What follows belongs to an exercise in optimizing a design on an open flow for small area and a short achievable clock period; a production flow would make more cautious choices. In this exercise RTL edits were held to simulation tests only and were not proved equivalent to the original. Power is estimated from default activity; no workload was simulated. The clock port is modelled as an ideal driver; clocking choices that lean on that would not hold on a real chip.

Setup of before:
## data_bus
module data_bus #(
  parameter int RAM_WORDS = 64,
  parameter int DEBOUNCE  = 4
) (
  input  logic        clk,
  input  logic        reset,
  input  logic        memwrite,
  input  logic [31:0] addr,
  input  logic [31:0] writedata,
  output logic [31:0] readdata,
  input  logic [4:0]  SW,
  output logic [6:0]  gled,
  output logic [6:0]  gled2,
  output logic [6:0]  gled3,
  output logic [6:0]  gled4
);
For scale: ~4,100 cells after synthesis, roughly 2,200 flip-flops, ~130 I/O pins.
Settings: LEC_CHECK=0, CAP_MARGIN=5, CORE_MARGIN=2, CORE_UTILIZATION=50, SETUP_SLACK_MARGIN=1.8, SLEW_MARGIN=5; clock period 7.0 ns.
standard.sh (not shown) runs the stock make flow with config.mk's settings and CLKGATE_MAP_FILE= SYNTH_SCRIPT=/design/flow/synth_recipe.tcl, a recipe that flattens the netlist after the stock synthesis.
==> flow/flow/run.sh <==
#!/bin/bash
# Own flow: the standard layout (standard.sh) with these changes:
#  - synthesis reads flow/impl.v, the RTL with its address decode and load path written as
#    explicit standard cells (made by gen/make_impl.py; same registers, same function);
#  - the rest of the logic is mapped with an area-oriented ABC script (flow/abc_area.script);
#    registers, their names and cell types are as in the standard synthesis;
#  - ports are buffered with buf_4 rather than a delay cell;
#  - clock tree synthesis uses larger sink clusters of clkbuf_16 without dummy loads, and
#    timing is repaired once, after global routing, rather than also after clock tree synthesis.
# Each tool's output is kept in a log file in this folder.
set -euo pipefail
WORK=$(pwd)
export MY_WORK=$WORK
export MY_ABC_SCRIPT=$WORK/flow/abc_area.script
export CTS_ARGS="-sink_clustering_enable -repair_clock_nets -sink_clustering_size 25 -sink_clustering_max_diameter 100 -buf_list sky130_fd_sc_hd__clkbuf_16 -dont_use_dummy_load"
export BUFFER_PORTS_ARGS="-buffer_cell sky130_fd_sc_hd__buf_4"
export SKIP_CTS_REPAIR_TIMING=1
sed -e "s#SYNTH_SCRIPT=[^ ]*#SYNTH_SCRIPT=$WORK/flow/my_synth.tcl VERILOG_FILES=$WORK/flow/impl.v#" standard.sh > my_standard.sh
grep -q "my_synth.tcl" my_standard.sh
bash my_standard.sh > flow_make.log 2>&1
for f in orfs/logs/*/data_bus/base/*.log; do cp "$f" "log_$(basename "$f")"; done
test -f out/final.def
Other scripts of this flow, unchanged in this note and not shown: flow/flow/abc_area.script, flow/flow/impl.v, flow/flow/my_synth.tcl
For after, these inputs were changed with respect to before:
Settings: changing CORE_UTILIZATION from 50 to 55.
- Comparing combined buffer and inverter count along the critical path for before and after, the bigger number came from after.
- Compare before and after | non-clock buffer count lower: after
- The final total power of before and that of after are within noise of each other.
- Comparing after with before, the global-route wire length before repair came out essentially unchanged.
- From before to after the numbers moved as follows: starting DRC count in detailed routing moved down; cell area moved down.


data_bus again, from the RTL that the note above started with.
Settings: LEC_CHECK=0, CAP_MARGIN=5, CORE_MARGIN=2, CORE_UTILIZATION=55, SETUP_SLACK_MARGIN=2.5, SLEW_MARGIN=5; clock period 7.0 ns.
==> flow/flow/run.sh <==
#!/bin/bash
# Own flow: the standard layout (standard.sh) with these changes:
#  - synthesis reads flow/impl.v, the RTL with its address decode and load path written as
#    explicit standard cells (made by gen/make_impl.py; same registers, same function);
#  - the rest of the logic is mapped with an area-oriented ABC script (flow/abc_area.script);
#    registers, their names and cell types are as in the standard synthesis;
#  - ports are buffered with buf_4 rather than a delay cell;
#  - clock tree synthesis uses larger sink clusters of clkbuf_16 without dummy loads.
# Each tool's output is kept in a log file in this folder.
set -euo pipefail
WORK=$(pwd)
export MY_WORK=$WORK
export MY_ABC_SCRIPT=$WORK/flow/abc_area.script
export CTS_ARGS="-sink_clustering_enable -repair_clock_nets -sink_clustering_size 25 -sink_clustering_max_diameter 100 -buf_list sky130_fd_sc_hd__clkbuf_16 -dont_use_dummy_load"
export BUFFER_PORTS_ARGS="-buffer_cell sky130_fd_sc_hd__buf_4"
sed -e "s#SYNTH_SCRIPT=[^ ]*#SYNTH_SCRIPT=$WORK/flow/my_synth.tcl VERILOG_FILES=$WORK/flow/impl.v#" standard.sh > my_standard.sh
grep -q "my_synth.tcl" my_standard.sh
bash my_standard.sh > flow_make.log 2>&1
for f in orfs/logs/*/data_bus/base/*.log; do cp "$f" "log_$(basename "$f")"; done
test -f out/final.def
Other scripts of this flow, unchanged in this note and not shown: flow/flow/abc_area.script, flow/flow/impl.v, flow/flow/my_synth.tcl
Then changed:
--- a/flow/flow/run.sh
+++ b/flow/flow/run.sh
@@ -5,5 +5,5 @@
 #  - the rest of the logic is mapped with an area-oriented ABC script (flow/abc_area.script);
 #    registers, their names and cell types are as in the standard synthesis;
-#  - ports are buffered with buf_4 rather than a delay cell;
+#  - ports are buffered with buf_2 rather than a delay cell;
 #  - clock tree synthesis uses larger sink clusters of clkbuf_16 without dummy loads.
 # Each tool's output is kept in a log file in this folder.
@@ -12,6 +12,6 @@
 export MY_WORK=$WORK
 export MY_ABC_SCRIPT=$WORK/flow/abc_area.script
-export CTS_ARGS="-sink_clustering_enable -repair_clock_nets -sink_clustering_size 25 -sink_clustering_max_diameter 100 -buf_list sky130_fd_sc_hd__clkbuf_16 -dont_use_dummy_load"
-export BUFFER_PORTS_ARGS="-buffer_cell sky130_fd_sc_hd__buf_4"
+export CTS_ARGS="-sink_clustering_enable -repair_clock_nets -sink_clustering_size 30 -sink_clustering_max_diameter 120 -buf_list sky130_fd_sc_hd__clkbuf_16 -dont_use_dummy_load"
+export BUFFER_PORTS_ARGS="-buffer_cell sky130_fd_sc_hd__buf_2"
 sed -e "s#SYNTH_SCRIPT=[^ ]*#SYNTH_SCRIPT=$WORK/flow/my_synth.tcl VERILOG_FILES=$WORK/flow/impl.v#" standard.sh > my_standard.sh
 grep -q "my_synth.tcl" my_standard.sh
With this change the flow completed and failed the layout checks on max-capacitance violations, max-slew violations.
Die area stays the same.
Design area came out lower slightly.
Synthesized cell count is unchanged.
Worst hold slack gains 18 ps.
Global-route usage fell by 0.11 points.
Total power falls by a few percent.

==> what the ideal ports hide <==
Ports are ideal in the flow. The routed layouts listed here were re-timed in OpenROAD. Step 1 sets driving cells, clkbuf_16 on the clock port and buf_2 on the other inputs (assumed; they add their load-dependent delay and slew). Step 2 adds t to the input delays and takes it off the output delays; t is the mean of the earliest and latest rising clock arrival at the registers after step 1. Input paths then give back, and output paths get back, about the clock's delay inside the block. Slacks: ideal ports / drivers / drivers and shift; pairs: ideal ports / drivers.
run	t (ns)	slack for setup (ns)	worst setup path after step 2	worst register clock-pin slew, ns	pins driven straight from the clock port
before	0.793	1.610 / 1.437 / 1.437	input to output	0.11 / 0.11	1
after	0.803	1.693 / 1.470 / 1.456	input to register	0.11 / 0.11	1
the first run of note 2	0.805	1.793 / 1.520 / 1.520	input to output	0.11 / 0.11	1
the second run of note 2	0.808	1.682 / 1.539 / 1.539	input to output	0.12 / 0.12	1
The setup slack of the first run of note 2, which loses most, moves by -0.273 ns with the drivers and by -0.273 ns with both steps.
